This is an optimization exercise on Yosys and OpenROAD, whose aim is small area and a short achievable clock period, not a production implementation. Only simulation tests tie the RTL to the original design; equivalence was not proved.

$ cat run.sh
#!/bin/bash
# synth_recipe.tcl (not shown) runs the flow's synth.tcl, then flattens the netlist and writes it again
# the make line also repeats each setting of config.mk as NAME=value (left out here)
make -C /OpenROAD-flow-scripts/flow DESIGN_CONFIG=/design/flow/config.mk WORK_HOME=/design/flow/orfs CLKGATE_MAP_FILE= SYNTH_SCRIPT=/design/flow/synth_recipe.tcl finish
$ cat config.mk
export PLATFORM = sky130hd
export DESIGN_NAME = mips_exec_core
export DESIGN_NICKNAME = mips_exec_core
export VERILOG_FILES = /design/flow/design.v
export SDC_FILE = /design/flow/constraint.sdc
export NUM_CORES = 8
export LEC_CHECK = 0
export ABC_CLOCK_PERIOD_IN_PS = 40000
export CAP_MARGIN = 20
export CELL_PAD_IN_SITES_GLOBAL_PLACEMENT = 2
export CORE_MARGIN = 2
export CORE_UTILIZATION = 25
export PLACE_DENSITY = 0.3
export SETUP_SLACK_MARGIN = 4
export SLEW_MARGIN = 20
$ cat constraint.sdc
create_clock -name core_clock -period 125.0 [get_ports {clock}]
set_input_delay 25.0000 -clock core_clock [delete_from_list [all_inputs] [get_ports {clock}]]
set_output_delay 25.0000 -clock core_clock [all_outputs]
set_load 0.01 [all_outputs]
$ cat design.v
package mips_pkg;
    typedef logic [32-1:0] word_t;     
    typedef logic [5-1:0]   reg_addr_t;  
    typedef enum logic [3:0] {
        ALU_ADD   = 4'd0,    
        ALU_SUB   = 4'd1,    
        ALU_AND   = 4'd2,
        ALU_OR    = 4'd3,
        ALU_SLT   = 4'd4,    
        ALU_MULTU = 4'd5,    
        ALU_DIVU  = 4'd6,    
        ALU_MFHI  = 4'd7,
        ALU_MFLO  = 4'd8
    } alu_op_t;
    typedef enum logic [5:0] {
        OP_RTYPE = 6'h00,
        OP_ADDI  = 6'h08
    } opcode_t;
    typedef enum logic [5:0] {
        F_MFHI  = 6'h10,
        F_MFLO  = 6'h12,
        F_MULTU = 6'h19,
        F_DIVU  = 6'h1B,
        F_ADD   = 6'h20,
        F_SUB   = 6'h22,
        F_AND   = 6'h24,
        F_OR    = 6'h25,
        F_SLT   = 6'h2A
    } funct_t;
endpackage
`timescale 1ns/1ps
module regfile
(
    input  logic      clock,
    input  logic      reset,
    input  logic      we,      
    input  mips_pkg::reg_addr_t wa,
    input  mips_pkg::word_t     wd,
    input  mips_pkg::reg_addr_t ra0,     
    input  mips_pkg::reg_addr_t ra1,     
    input  mips_pkg::reg_addr_t ra2,     
    output mips_pkg::word_t     rd0,
    output mips_pkg::word_t     rd1,
    output mips_pkg::word_t     rd2
);
    mips_pkg::word_t rf [32];   
    always_ff @(posedge clock or posedge reset) begin
        if (reset) begin
            for (int i = 0; i < 32; i++) begin
                rf[i] <= '0;
            end
            rf[29] <= 32'h200;    
        end else if (we && (wa != '0)) begin     
            rf[wa] <= wd;
        end
    end
    assign rd0 = (ra0 == '0) ? '0 : rf[ra0];
    assign rd1 = (ra1 == '0) ? '0 : rf[ra1];
    assign rd2 = (ra2 == '0) ? '0 : rf[ra2];   
endmodule
`timescale 1ns/1ps
module mips_alu
(
    input  logic    clock,
    input  logic    reset,
    input  logic    valid,     
    input  mips_pkg::alu_op_t op,
    input  mips_pkg::word_t   a,         
    input  mips_pkg::word_t   b,         
    output mips_pkg::word_t   y,
    output logic    zero
);
    logic                       hilo_en;    
    mips_pkg::word_t                      hi_d;       
    mips_pkg::word_t                      lo_d;       
    mips_pkg::word_t                      hi_q;       
    mips_pkg::word_t                      lo_q;       
    logic [2*32-1:0]  product;    
    mips_pkg::word_t                      quot;
    mips_pkg::word_t                      rem;
    assign product = {{32{1'b0}}, a} * {{32{1'b0}}, b};
    assign quot = (b == '0) ? '0 : a / b;
    assign rem  = (b == '0) ? '0 : a % b;
    assign hilo_en = valid && ((op == mips_pkg::ALU_MULTU) || (op == mips_pkg::ALU_DIVU));
    always_comb begin
        if (op == mips_pkg::ALU_DIVU) begin
            hi_d = rem;
            lo_d = quot;
        end else begin
            {hi_d, lo_d} = product;     
        end
    end
    always_ff @(posedge clock or posedge reset) begin
        if (reset) begin
            hi_q <= '0;
            lo_q <= '0;
        end else if (hilo_en) begin
            hi_q <= hi_d;
            lo_q <= lo_d;
        end
    end
    always_comb begin
        y = '0;                         
        case (op)
            mips_pkg::ALU_ADD:  y = a + b;         
            mips_pkg::ALU_SUB:  y = a - b;
            mips_pkg::ALU_AND:  y = a & b;
            mips_pkg::ALU_OR:   y = a | b;
            mips_pkg::ALU_SLT:  y = ($signed(a) < $signed(b)) ? mips_pkg::word_t'(1) : '0;
            mips_pkg::ALU_MFHI: y = hi_q;
            mips_pkg::ALU_MFLO: y = lo_q;
            default:  y = '0;
        endcase
    end
    assign zero = (y == '0);            
endmodule
`timescale 1ns/1ps
module instr_decode
(
    input  logic    valid,       
    input  mips_pkg::opcode_t opcode,
    input  mips_pkg::funct_t  funct,
    output mips_pkg::alu_op_t alu_op,
    output logic    reg_write,   
    output logic    dst_rt,      
    output logic    use_imm,     
    output logic    illegal
);
    logic bad;                   
    always_comb begin
        alu_op    = mips_pkg::ALU_ADD;
        reg_write = 1'b0;
        dst_rt    = 1'b0;
        use_imm   = 1'b0;
        bad       = 1'b0;
        case (opcode)
            mips_pkg::OP_RTYPE: begin
                reg_write = 1'b1;       
                case (funct)
                    mips_pkg::F_ADD:   alu_op = mips_pkg::ALU_ADD;
                    mips_pkg::F_SUB:   alu_op = mips_pkg::ALU_SUB;
                    mips_pkg::F_AND:   alu_op = mips_pkg::ALU_AND;
                    mips_pkg::F_OR:    alu_op = mips_pkg::ALU_OR;
                    mips_pkg::F_SLT:   alu_op = mips_pkg::ALU_SLT;
                    mips_pkg::F_MFHI:  alu_op = mips_pkg::ALU_MFHI;
                    mips_pkg::F_MFLO:  alu_op = mips_pkg::ALU_MFLO;
                    mips_pkg::F_MULTU: begin
                        alu_op    = mips_pkg::ALU_MULTU;
                        reg_write = 1'b0;     
                    end
                    mips_pkg::F_DIVU: begin
                        alu_op    = mips_pkg::ALU_DIVU;
                        reg_write = 1'b0;     
                    end
                    default: begin
                        bad       = 1'b1;     
                        reg_write = 1'b0;
                    end
                endcase
            end
            mips_pkg::OP_ADDI: begin
                alu_op    = mips_pkg::ALU_ADD;
                reg_write = 1'b1;
                dst_rt    = 1'b1;             
                use_imm   = 1'b1;
            end
            default: begin
                bad = 1'b1;                   
            end
        endcase
    end
    assign illegal = valid && bad;
endmodule
`timescale 1ns/1ps
module mips_exec_core
(
    input  logic      clock,
    input  logic      reset,
    input  logic      instr_valid,   
    input  mips_pkg::word_t     instr,
    input  mips_pkg::reg_addr_t dbg_addr,      
    output mips_pkg::word_t     result,
    output logic      zero,
    output logic      illegal,
    output mips_pkg::word_t     dbg_data
);
    mips_pkg::opcode_t   opcode;
    mips_pkg::funct_t    funct;
    mips_pkg::reg_addr_t rs, rt, rd;
    logic [15:0] imm;
    mips_pkg::word_t     imm_ext;              
    mips_pkg::alu_op_t   alu_op;
    logic      reg_write, dst_rt, use_imm;
    mips_pkg::word_t     rs_val, rt_val;
    mips_pkg::word_t     alu_b;
    mips_pkg::reg_addr_t wa;
    assign opcode = mips_pkg::opcode_t'(instr[31:26]);
    assign rs     = instr[25:21];
    assign rt     = instr[20:16];
    assign rd     = instr[15:11];
    assign funct  = mips_pkg::funct_t'(instr[5:0]);
    assign imm    = instr[15:0];
    assign imm_ext = {{(32-16){imm[15]}}, imm};
    assign alu_b   = use_imm ? imm_ext : rt_val;   
    assign wa      = dst_rt ? rt : rd;             
    instr_decode u_decode (
        .valid     (instr_valid),
        .opcode    (opcode),
        .funct     (funct),
        .alu_op    (alu_op),
        .reg_write (reg_write),
        .dst_rt    (dst_rt),
        .use_imm   (use_imm),
        .illegal   (illegal)
    );
    regfile u_regfile (
        .clock (clock),
        .reset (reset),
        .we    (instr_valid && reg_write),    
        .wa    (wa),
        .wd    (result),
        .ra0   (rs),
        .ra1   (rt),
        .ra2   (dbg_addr),
        .rd0   (rs_val),
        .rd1   (rt_val),
        .rd2   (dbg_data)
    );
    mips_alu u_alu (
        .clock (clock),
        .reset (reset),
        .valid (instr_valid),
        .op    (alu_op),
        .a     (rs_val),
        .b     (alu_b),
        .y     (result),
        .zero  (zero)
    );
endmodule
==> flow_summary_export.csv, run 1 <==
group,metric,value,unit
finish,nFillCells,52700,
placed_design,dpl.hpwl,697000,um
floorplanning,die_extent_in_y,704,um
worst_setup_path,critPathArrivalTime,116.99,ns
floorplanning,die_width,704,um
synthesis,async_sr_flop_fraction,1.00,
worst_setup_path,worst_path_max_delay_cell,"sky130_fd_sc_hd__a211oi_1",
drt,drc,0,
global_route,first_global_vias,130000,
worst_setup_path,criticalPathCategory,"input port to register",
floorplanning,io_pins,106,
worst_setup_path,cp_common_cell,"sky130_fd_sc_hd__a21oi_1",
timing,timing.hold.ws,0.501,ns
drt,vias,135000,
timing,min_period_over_period,0.930,
synthesis,synth_cells,15300,
clocking,post_cts_hold_buffer_count,0,
finish,register_area,26400,sq um
worst_setup_path,timing.critical_path.to_type,"register",
timing,timing_max_transition_violations_final,0,
drt,finalWirelength,979000,um
global_route,grt_first_pass_wirelength,1280000,um
drt,via_cell_ratio,6.15,
global_route,gr-usage-all-layers,0.384,
worst_hold_path,hp-class,"register to register",
timing,max_slew.worst_pin.slew,1.29,ns
clocking,tritoncts,"built",
finish,post_route_utilization,0.287,
flow_run,max_cap_viol,0,
finish,multi_input_gate_area_in_the_final_layout,89100,sq um
clocking,clock_insertion_delay_worst_skew,0.93,ns
synthesis,synth_cell_type_count,117,
worst_setup_path,critPathRequiredTime,125.73,ns
finish,finish.net_count,17100,
drt,initialDrtViolationCount,18200,
synthesis,synth_ff_type,"sky130_fd_sc_hd__dfrtp_1",
global_route,grt_antenna_before_repair,120,
synthesis,synthesis.nets,17200,
finish,final_layout_size_suffix_gt1_frac,0.101,
floorplanning,die-area,495000,sq um
synthesis,yosys_warnings,4,
clocking,number_of_buffers_created_by_cts,149,
global_route,largest_net_degree_at_the_start_of_global_routing,140,
floorplanning,fp-row-count,257,
worst_setup_path,peak_per_stage_delay_on_the_critical_path,0.95,ns
global_route,overflow,0,
worst_setup_path,critical_path.max_fanout,42,
clocking,ctsHtreeMaxLevel,4,
synthesis,synth_enable_flop_cells,0,
timing,finalClockSkew,0.112,ns
timing,timing.max_slew.rel_slack,0.134,
run_status,run_status,"finished clean",
drt,wire_per_inst,44.7,um
floorplanning,core,489000,sq um
clocking,clock_pin_transition_on_the_worst_setup_and_hold_timing_paths,0.06,ns
drt,detail_route.first_pass.iterations,10,
timing,hold_violations,0,
clocking,clock_path_buffers,4,
timing,max_clk_rate,8.60,MHz
clocking,cts_root_buf,"sky130_fd_sc_hd__clkbuf_16",
floorplanning,initial_utilization,0.250,
worst_setup_path,cp-start-kind,"input port",
synthesis,syn-cell-area,122000,sq um
placed_design,gp_congestion,0.976,
finish,design_area,140000,sq um
synthesis,syn_avg_cell_area,7.98,sq um
synthesis,postSynthRegisterBits,1056,
timing,timing.final.crit_period,116.26,ns
timing,rsz0062_at_grt,"false",
finish,synthToLayoutAreaGrowth,14.6,%
synthesis,ys_seq_area_frac,0.216,
timing,setup_viol,0,
placed_design,placed_area,134000,sq um
worst_setup_path,setup.reg_to_reg.worst_slack,33.65,ns
drt,route.antenna.remaining_nets,0,
clocking,cts.sink_count,1056,
placed_design,count_of_port_buffers_added_during_placement,105,
-- per-stage QoR --
step | setup slack (ns) | std cells | setup TNS (ns)
finish | 8.74 | 21900 | 0
global route | 3.98 | 21800 | 0
CTS | 4.01 | 21800 | 0
detailed placement | -0.173 | 21500 | -0.476
global placement | -1.24 | 21500 | -30.20
floorplan | 18.10 | 15300 | 0
-- critical path: cells and delay by family --
family	cells	cell delay [ns]
AND/OR/NAND/NOR	113	22.87
buffers and inverters	43	9.45
multiplexers	5	1.67
AO/OA/AOI/OAI	201	47.80
adder cells (fa/ha/maj)	31	9.74
-- routing by layer --
layer,up-vias,share of wire,GRT usage
met5,-,0.00026,0.000777
met1,69100,0.40,0.476
met3,2843,0.082,0.0915
met2,8892,0.44,0.595
met4,38,0.079,0.252
li1,53900,-,-
-- cell usage in the layout (no fill, tap or decap), drive strengths merged, types with 204 or more instances in the layout --
cell,count
a21o,213
a21oi,1188
a221oi,286
a22o,245
a22oi,633
and3,210
buf,702
clkbuf,204
dfrtp,1055
fa,899
ha,890
inv,1296
nand2,1902
nand3,449
nand4,273
nor2,1563
nor3,257
o21ai,852
xnor2,255
-- synth_stat cells, types with 273 or more instances --
master / instances / share of area
sky130_fd_sc_hd__nand2_1: 1902 / 0.058
sky130_fd_sc_hd__nor2_1: 1560 / 0.048
sky130_fd_sc_hd__inv_1: 1280 / 0.039
sky130_fd_sc_hd__a21oi_1: 1188 / 0.049
sky130_fd_sc_hd__dfrtp_1: 1055 / 0.22
sky130_fd_sc_hd__fa_1: 899 / 0.15
sky130_fd_sc_hd__ha_1: 890 / 0.091
sky130_fd_sc_hd__clkbuf_1: 876 / 0.027
sky130_fd_sc_hd__o21ai_0: 829 / 0.034
sky130_fd_sc_hd__a22oi_1: 633 / 0.039
sky130_fd_sc_hd__nand3_1: 448 / 0.018
sky130_fd_sc_hd__a221oi_1: 285 / 0.020
sky130_fd_sc_hd__nand4_1: 273 / 0.014
-- final cells by class --
class,count,area share
clock buffer,202,0.0298
inverter,1298,0.0348
sequential,1056,0.188
clock inverter,55,0.00501
antenna,89,0.00159
timing repair buffer,802,0.0469
tap,6475,0.0578
multi-input combinational,11900,0.636
-- flip-flops by register name (all words and copies together) (netlist names) --
signal,cells
u_alu.hi_q,32
u_regfile.rf,992
u_alu.lo_q,32
-- final timing paths --
| check | from | end | cells after the start |
|---|---|---|---|
| worst max register to register | u_regfile.rf[20][15]$_DFFE_PP0P_ | u_alu.hi_q[27]$_DFFE_PP0P_ | 391 |
| worst min register to register | u_alu.lo_q[31]$_DFFE_PP0P_ | u_alu.lo_q[31]$_DFFE_PP0P_ | 2 |
| worst min-delay path | u_alu.lo_q[31]$_DFFE_PP0P_ | u_alu.lo_q[31]$_DFFE_PP0P_ | 2 |
| worst max-delay path | instr[20] | u_alu.hi_q[27]$_DFFE_PP0P_ | 393 |
| max in group asynchronous | reset | u_regfile.rf[24][3]$_DFFE_PP0P_ | 7 |
| min in group asynchronous | reset | u_regfile.rf[5][19]$_DFFE_PP0P_ | 2 |
-- repair_timing --
item                                    in CTS  in global routing
endpoints found under the setup margin      33                 34
pin swaps                                    2                  8
gates resized for setup                     34                 90
gates cloned                                 1                  2
setup buffers                                6                 15
-- cells by family after synthesis --
kind of cell    count (synthesis)  share of synthesized area
buf+inv                      2361                     0.0747
simple gates                 5222                      0.192
flops                        1056                      0.216
fa+ha+maj                    1789                      0.238
mux                           127                     0.0113
xor+xnor                      420                     0.0300
compound gates               4358                      0.238
==> run 2, diff against run 1 <==
==> design.v (replaced) <==
package mips_pkg;
    typedef logic [32-1:0] word_t;     
    typedef logic [5-1:0]   reg_addr_t;  
    typedef enum logic [3:0] {
        ALU_ADD   = 4'd0,    
        ALU_SUB   = 4'd1,    
        ALU_AND   = 4'd2,
        ALU_OR    = 4'd3,
        ALU_SLT   = 4'd4,    
        ALU_MULTU = 4'd5,    
        ALU_DIVU  = 4'd6,    
        ALU_MFHI  = 4'd7,
        ALU_MFLO  = 4'd8
    } alu_op_t;
    typedef enum logic [5:0] {
        OP_RTYPE = 6'h00,
        OP_ADDI  = 6'h08
    } opcode_t;
    typedef enum logic [5:0] {
        F_MFHI  = 6'h10,
        F_MFLO  = 6'h12,
        F_MULTU = 6'h19,
        F_DIVU  = 6'h1B,
        F_ADD   = 6'h20,
        F_SUB   = 6'h22,
        F_AND   = 6'h24,
        F_OR    = 6'h25,
        F_SLT   = 6'h2A
    } funct_t;
endpackage
`timescale 1ns/1ps
module regfile
(
    input  logic        clock,
    input  logic        reset,
    input  logic        we,      
    input  logic [4:0]  wa,
    input  logic [31:0] wd,
    input  logic [4:0]  ra0,     
    input  logic [4:0]  ra1,     
    input  logic [4:0]  ra2,     
    output logic [31:0] rd0,
    output logic [31:0] rd1,
    output logic [31:0] rd2
);
    logic [31:0] rf [1:31];      
    logic [31:1] vld;            
    always_ff @(posedge clock or posedge reset) begin
        if (reset) begin
            vld <= '0;
        end else begin
            for (int i = 1; i < 32; i++) begin
                if (we && (wa == i[4:0])) vld[i] <= 1'b1;
            end
        end
    end
    always_ff @(posedge clock) begin
        for (int i = 1; i < 32; i++) begin
            if (we && (wa == i[4:0])) rf[i] <= wd;
        end
    end
    always_comb begin
        rd0 = '0;
        rd1 = '0;
        rd2 = '0;
        for (int i = 1; i < 32; i++) begin
            if (i == 29) begin
                rd0 = rd0 | ({32{ra0 == i[4:0]}} & (vld[i] ? rf[i] : 32'h200));
                rd1 = rd1 | ({32{ra1 == i[4:0]}} & (vld[i] ? rf[i] : 32'h200));
                rd2 = rd2 | ({32{ra2 == i[4:0]}} & (vld[i] ? rf[i] : 32'h200));
            end else begin
                rd0 = rd0 | ({32{(ra0 == i[4:0]) && vld[i]}} & rf[i]);
                rd1 = rd1 | ({32{(ra1 == i[4:0]) && vld[i]}} & rf[i]);
                rd2 = rd2 | ({32{(ra2 == i[4:0]) && vld[i]}} & rf[i]);
            end
        end
    end
endmodule
`timescale 1ns/1ps
module div_steps
#(
    parameter int K0 = 0,
    parameter int K1 = 32
)
(
    input  logic [31:0]      ra_in,
    input  logic [31:0]      b,
    output logic [31:0]      ra_out,
    output logic [K1-K0-1:0] q
);
    logic [31:0] ra [K0:K1];
    logic [32:0] hz;             
    assign hz[32] = 1'b1;
    for (genvar w = 31; w >= 0; w--) begin : g_hz
        assign hz[w] = hz[w+1] & ~b[w];
    end
    assign ra[K0] = ra_in;
    for (genvar k = K0 + 1; k <= K1; k++) begin : g_step
        logic [k-1:0] t;
        logic [k:0]   d;
        logic         ge;
        assign t  = ra[k-1][31:32-k];
        assign d  = {1'b0, t} - {1'b0, b[k-1:0]};
        assign ge = hz[k] & ~d[k];
        assign q[32-k-(32-K1)] = ge;
        if (k < 32) begin : g_lo
            assign ra[k] = {(ge ? d[k-1:0] : t), ra[k-1][31-k:0]};
        end else begin : g_full
            assign ra[k] = ge ? d[k-1:0] : t;
        end
    end
    assign ra_out = ra[K1];
endmodule
module mips_alu
#(
    parameter int KDIV = 16      
)
(
    input  logic        clock,
    input  logic        reset,
    input  logic        hilo_write,   
    input  logic [31:0] instr,
    input  logic [31:0] a,            
    input  logic [31:0] rt,           
    output logic [31:0] y,
    output logic        zero
);
    logic [31:0]     hl_a, hl_b;
    logic [KDIV-1:0] hl_q;
    logic            hl_div;
    logic [63:0]     product;
    logic [31:0]     dv_ra;
    logic [KDIV-1:0] dv_q;
    logic            rt_zero, is_div;
    assign product = {32'd0, a} * {32'd0, rt};
    assign rt_zero = (rt == 32'd0);
    assign is_div  = instr[1];        
    div_steps #(.K0(0), .K1(KDIV)) u_div_front (
        .ra_in  (a),
        .b      (rt),
        .ra_out (dv_ra),
        .q      (dv_q)
    );
    always_ff @(posedge clock or posedge reset) begin
        if (reset) begin
            hl_a   <= '0;
            hl_b   <= '0;
            hl_div <= 1'b0;
        end else if (hilo_write) begin
            hl_div <= is_div && !rt_zero;
            if (is_div && !rt_zero) begin
                hl_a <= dv_ra;
                hl_b <= rt;
            end else begin
                hl_a <= product[31:0];    
                hl_b <= product[63:32];
            end
        end
    end
    always_ff @(posedge clock) begin
        if (hilo_write) hl_q <= dv_q;
    end
    logic [31:0]        rem_f;
    logic [31-KDIV:0]   q_lo;
    logic [31:0]        hi, lo;
    div_steps #(.K0(KDIV), .K1(32)) u_div_back (
        .ra_in  (hl_a),
        .b      (hl_b),
        .ra_out (rem_f),
        .q      (q_lo)
    );
    assign hi = hl_div ? rem_f : hl_b;
    assign lo = hl_div ? {hl_q, q_lo} : hl_a;
    logic        op_i, sub;
    logic [31:0] bsel, sum;
    logic        slt;
    assign op_i = instr[29];                  
    assign sub  = !op_i && instr[1];          
    assign bsel = op_i ? {{16{instr[15]}}, instr[15:0]} : (sub ? ~rt : rt);
    assign sum  = a + bsel + {31'd0, sub};
    assign slt  = (a[31] ^ rt[31]) ? a[31] : sum[31];
    always_comb begin
        if (op_i)
            y = sum;                                   
        else if (instr[5]) begin
            if (instr[2])
                y = instr[0] ? (a | rt) : (a & rt);    
            else if (instr[3])
                y = {31'd0, slt};                      
            else
                y = sum;                               
        end else begin
            if (instr[3])
                y = '0;                                
            else
                y = instr[1] ? lo : hi;                
        end
    end
    assign zero = (y == '0);
endmodule
`timescale 1ns/1ps
module instr_decode
(
    input  logic       valid,       
    input  logic [5:0] opcode,
    input  logic [5:0] funct,
    output logic       reg_write,   
    output logic       hilo_write,  
    output logic       dst_rt,      
    output logic       illegal
);
    logic rtype, addi;
    logic f_alu, f_mf, f_md;
    assign rtype = (opcode == 6'h00);
    assign addi  = (opcode == 6'h08);
    assign f_alu = (funct == 6'h20) || (funct == 6'h22) || (funct == 6'h24) ||
                   (funct == 6'h25) || (funct == 6'h2A);
    assign f_mf  = (funct == 6'h10) || (funct == 6'h12);
    assign f_md  = (funct == 6'h19) || (funct == 6'h1B);
    assign reg_write  = valid && (addi || (rtype && (f_alu || f_mf)));
    assign hilo_write = valid && rtype && f_md;
    assign dst_rt     = opcode[3];
    assign illegal    = valid && !(addi || (rtype && (f_alu || f_mf || f_md)));
endmodule
`timescale 1ns/1ps
module mips_exec_core
(
    input  logic      clock,
    input  logic      reset,
    input  logic      instr_valid,   
    input  mips_pkg::word_t     instr,
    input  mips_pkg::reg_addr_t dbg_addr,      
    output mips_pkg::word_t     result,
    output logic      zero,
    output logic      illegal,
    output mips_pkg::word_t     dbg_data
);
    logic        reg_write, hilo_write, dst_rt;
    logic [31:0] rs_val, rt_val;
    logic [4:0]  wa;
    assign wa = dst_rt ? instr[20:16] : instr[15:11];    
    instr_decode u_decode (
        .valid      (instr_valid),
        .opcode     (instr[31:26]),
        .funct      (instr[5:0]),
        .reg_write  (reg_write),
        .hilo_write (hilo_write),
        .dst_rt     (dst_rt),
        .illegal    (illegal)
    );
    regfile u_regfile (
        .clock (clock),
        .reset (reset),
        .we    (reg_write),
        .wa    (wa),
        .wd    (result),
        .ra0   (instr[25:21]),
        .ra1   (instr[20:16]),
        .ra2   (dbg_addr),
        .rd0   (rs_val),
        .rd1   (rt_val),
        .rd2   (dbg_data)
    );
    mips_alu u_alu (
        .clock      (clock),
        .reset      (reset),
        .hilo_write (hilo_write),
        .instr      (instr),
        .a          (rs_val),
        .rt         (rt_val),
        .y          (result),
        .zero       (zero)
    );
endmodule
==> run 2 against run 1 <==
Cell count fell by 7.5%. Synthesized area fell by 0.63%. Setup slack improved by 33 ns. Critical endpoint is now zero. Core utilization fell by 0.074 points. Highest routed layer unchanged. Non-clock buffer count fell by 64. Critical path depth fell by 221. First-iteration DRC count rose by 15%.
==> flow_summary_export.csv, run 2 <==
group,metric,value,unit
floorplanning,die_extent_in_y,702,um
global_route,overflow,0,
floorplanning,fp-row-count,256,
worst_setup_path,timing.critical_path.to_type,"output port",
run_status,run_status,"finished clean",
worst_setup_path,critPathArrivalTime,58.75,ns
placed_design,dpl.hpwl,665000,um
synthesis,async_sr_flop_fraction,0.0870,
timing,hold_violations,0,
timing,max_slew.worst_pin.slew,1.28,ns
floorplanning,core,485000,sq um
global_route,grt_first_pass_wirelength,1210000,um
finish,registers.top_by_ff_count,"u_regfile.rf",
synthesis,syn-cell-area,122000,sq um
worst_setup_path,cp_common_cell,"sky130_fd_sc_hd__ha_1",
clocking,clock_pin_transition_on_the_worst_setup_and_hold_timing_paths,0.06,ns
worst_setup_path,critPathRequiredTime,100.00,ns
timing,timing.max_slew.rel_slack,0.146,
clocking,cts_setup_buffers,0,
timing,min_period_over_period,0.670,
worst_setup_path,peak_per_stage_delay_on_the_critical_path,0.99,ns
worst_setup_path,cp-start-kind,"register",
timing,timing_max_transition_violations_final,0,
placed_design,gp_congestion,0.962,
synthesis,synthesis.nets,15300,
timing,finalClockSkew,0.0796,ns
timing,timing.final.crit_period,83.75,ns
drt,drc,0,
drt,route.antenna.remaining_nets,0,
timing,max_clk_rate,11.9,MHz
clocking,cts_root_buf,"sky130_fd_sc_hd__clkbuf_16",
clocking,post_cts_resize_count,0,
flow_run,max_cap_viol,0,
placed_design,count_of_port_buffers_added_during_placement,105,
finish,final_layout_size_suffix_gt1_frac,0.0999,
global_route,grt_antenna_before_repair,149,
clocking,tritoncts,"built",
finish,largest_reg_flops,992,
floorplanning,io_pins,106,
clocking,ctsHtreeMaxLevel,4,
drt,finalWirelength,934000,um
synthesis,yosys.area.top_type,"sky130_fd_sc_hd__edfxtp_1",
finish,reg.largest.list,"u_regfile.rf x992, u_alu.hl_a x32, u_alu.hl_b x32",
clocking,post_cts_hold_buffer_count,0,
worst_setup_path,criticalPathCategory,"register to output port",
floorplanning,die_width,702,um
placed_design,placed_area,134000,sq um
clocking,clock_insertion_delay_worst_skew,0.91,ns
synthesis,syn_avg_cell_area,9.03,sq um
worst_setup_path,worst_path_max_delay_cell,"sky130_fd_sc_hd__o41ai_1",
worst_setup_path,setup.reg_to_reg.worst_slack,68.29,ns
clocking,clock_path_buffers,4,
global_route,gr-usage-all-layers,0.368,
drt,wire_per_inst,46.1,um
finish,design_area,139000,sq um
drt,initialDrtViolationCount,20900,
synthesis,postSynthRegisterBits,1104,
drt,vias,127000,
finish,mostFrequentLayoutCell,"sky130_fd_sc_hd__nand2_1",
synthesis,yosys_warnings,7,
synthesis,post-synth-top-count-cell,"sky130_fd_sc_hd__nand2_1",
floorplanning,initial_utilization,0.251,
synthesis,synth_cell_type_count,101,
synthesis,synth_cells,13500,
synthesis,ys_seq_area_frac,0.269,
placed_design,pre_cts_slack,43.03,ns
timing,post-route-worst-setup-slack,41.25,ns
drt,via_cell_ratio,6.28,
worst_setup_path,critical_path.max_fanout,38,
drt,detail_route.first_pass.iterations,13,
finish,finish.net_count,15400,
floorplanning,die-area,492000,sq um
finish,synthToLayoutAreaGrowth,14.2,%
synthesis,synth_top_area_share,0.249,
timing,setup_total_negative_slack,0,ns
timing,setup_viol,0,
synthesis,synth_top_cells_by_count,"sky130_fd_sc_hd__nand2_1, sky130_fd_sc_hd__inv_1, sky130_fd_sc_hd__edfxtp_1",
synthesis,synth_ff_type,"sky130_fd_sc_hd__edfxtp_1",
clocking,number_of_buffers_created_by_cts,149,
clocking,cts.sink_count,1104,
synthesis,synthTopCellsByArea,"sky130_fd_sc_hd__edfxtp_1, sky130_fd_sc_hd__fa_1, sky130_fd_sc_hd__ha_1, sky130_fd_sc_hd__a22oi_1, sky130_fd_sc_hd__nand2_1",
global_route,largest_net_degree_at_the_start_of_global_routing,70,
worst_hold_path,hp-class,"register to register",
timing,rsz0062_at_grt,"false",
synthesis,synth_enable_flop_cells,1008,
global_route,first_global_vias,122000,
finish,most_frequent_cells_in_the_layout,"sky130_fd_sc_hd__nand2_1, sky130_fd_sc_hd__inv_1, sky130_fd_sc_hd__edfxtp_1",
[run 2: metal layers]
| layer | global-route usage | wire length, um |
|---|---|---|
| met3 | 0.0962 | 89500 |
| met1 | 0.490 | 393000 |
| met4 | 0.194 | 59500 |
| met2 | 0.545 | 392000 |
| met5 | 0 | 209 |
[run 2: through the flow]
step	utilization	cells	hold slack (ns)
after floorplan	-	13500	0.460
final	0.286	20300	0.515
after global placement	0.275	19900	0.494
after detailed placement	0.276	19900	0.497
after global routing	0.286	20200	0.523
after CTS	0.286	20100	0.513
[run 2: kinds of logic (layout without fill, tap and decap cells)]
family,after synthesis,in the layout,synth area share
simple gates,4154,4154,0.164
compound gates,3783,3783,0.221
buf+inv,2117,2339,0.0663
fa+ha+maj,1785,1785,0.241
flops,1104,1104,0.269
xor+xnor,437,437,0.0315
mux,97,97,0.00839
other cells,0,102,0
[run 2: worst paths after layout]
kind	from	endpoint	depth (start not counted)
max	u_alu.hl_b[1]$_DFFE_PP0P_	zero	172
min	u_regfile.vld[26]$_DFFE_PP0P_	u_regfile.vld[26]$_DFFE_PP0P_	1
max reg2reg	u_alu.hl_b[1]$_DFFE_PP0P_	u_regfile.rf[10][31]$_DFFE_PP_	175
min reg2reg	u_regfile.vld[26]$_DFFE_PP0P_	u_regfile.vld[26]$_DFFE_PP0P_	1
max in group asynchronous	reset	u_alu.hl_b[13]$_DFFE_PP0P_	3
min in group asynchronous	reset	u_regfile.vld[9]$_DFFE_PP0P_	2
[run 2: layout make-up]
class / count / area (sq um)
diodes: 102 / 255
clock buffers: 177 / 3910
clock inverters: 89 / 803
fillers: 51500 / 346000
inverters: 1335 / 5020
multi-input cells: 10300 / 82300
flip-flops and latches: 1104 / 32700
well taps: 6450 / 8070
repair buffers: 738 / 5860
[run 2: critical path, delay by kind of cell (launching register included)]
| kind | cells | cell delay [ns] |
|---|---|---|
| and+or+nand+nor | 48 | 15.46 |
| AOI/OAI and AO/OA | 83 | 28.98 |
| adders and majority gates | 16 | 5.64 |
| DFF | 1 | 0.38 |
| buffers and inverters | 23 | 6.32 |
| muxes | 2 | 0.70 |

[port drivers added, routing unchanged]
How much do the figures lean on ideal ports? The routed layouts below were timed once more, with nothing changed but the port constraints.
Step 1 (the two cells are an assumption about what drives the block):
set clk [get_ports {clock}]
set_driving_cell -lib_cell sky130_fd_sc_hd__clkbuf_16 $clk
set_driving_cell -lib_cell sky130_fd_sc_hd__buf_2 [delete_from_list [all_inputs] $clk]
Step 2 also shifts input and output timing later by t, the mid clock arrival at the registers, as if the neighbouring blocks saw the same clock.
Three values: ideal ports, drivers, drivers and shift; two values: the first two.
run	t, ns	slack for setup (ns)	hold WS [ns]	clock arrival spread, ns	pins driven straight from the clock port
run 1	0.999	8.743 / 8.847 / 7.848	0.501 / 0.501 / 0.501	0.113 / 0.112	1
run 2	0.989	41.246 / 41.123 / 42.112	0.515 / 0.515 / 0.515	0.080 / 0.080	1
After both steps every run listed still meets setup and hold. For run 1, which loses most, drivers alone change the setup slack by +0.104 ns; drivers and shift together by -0.895 ns.
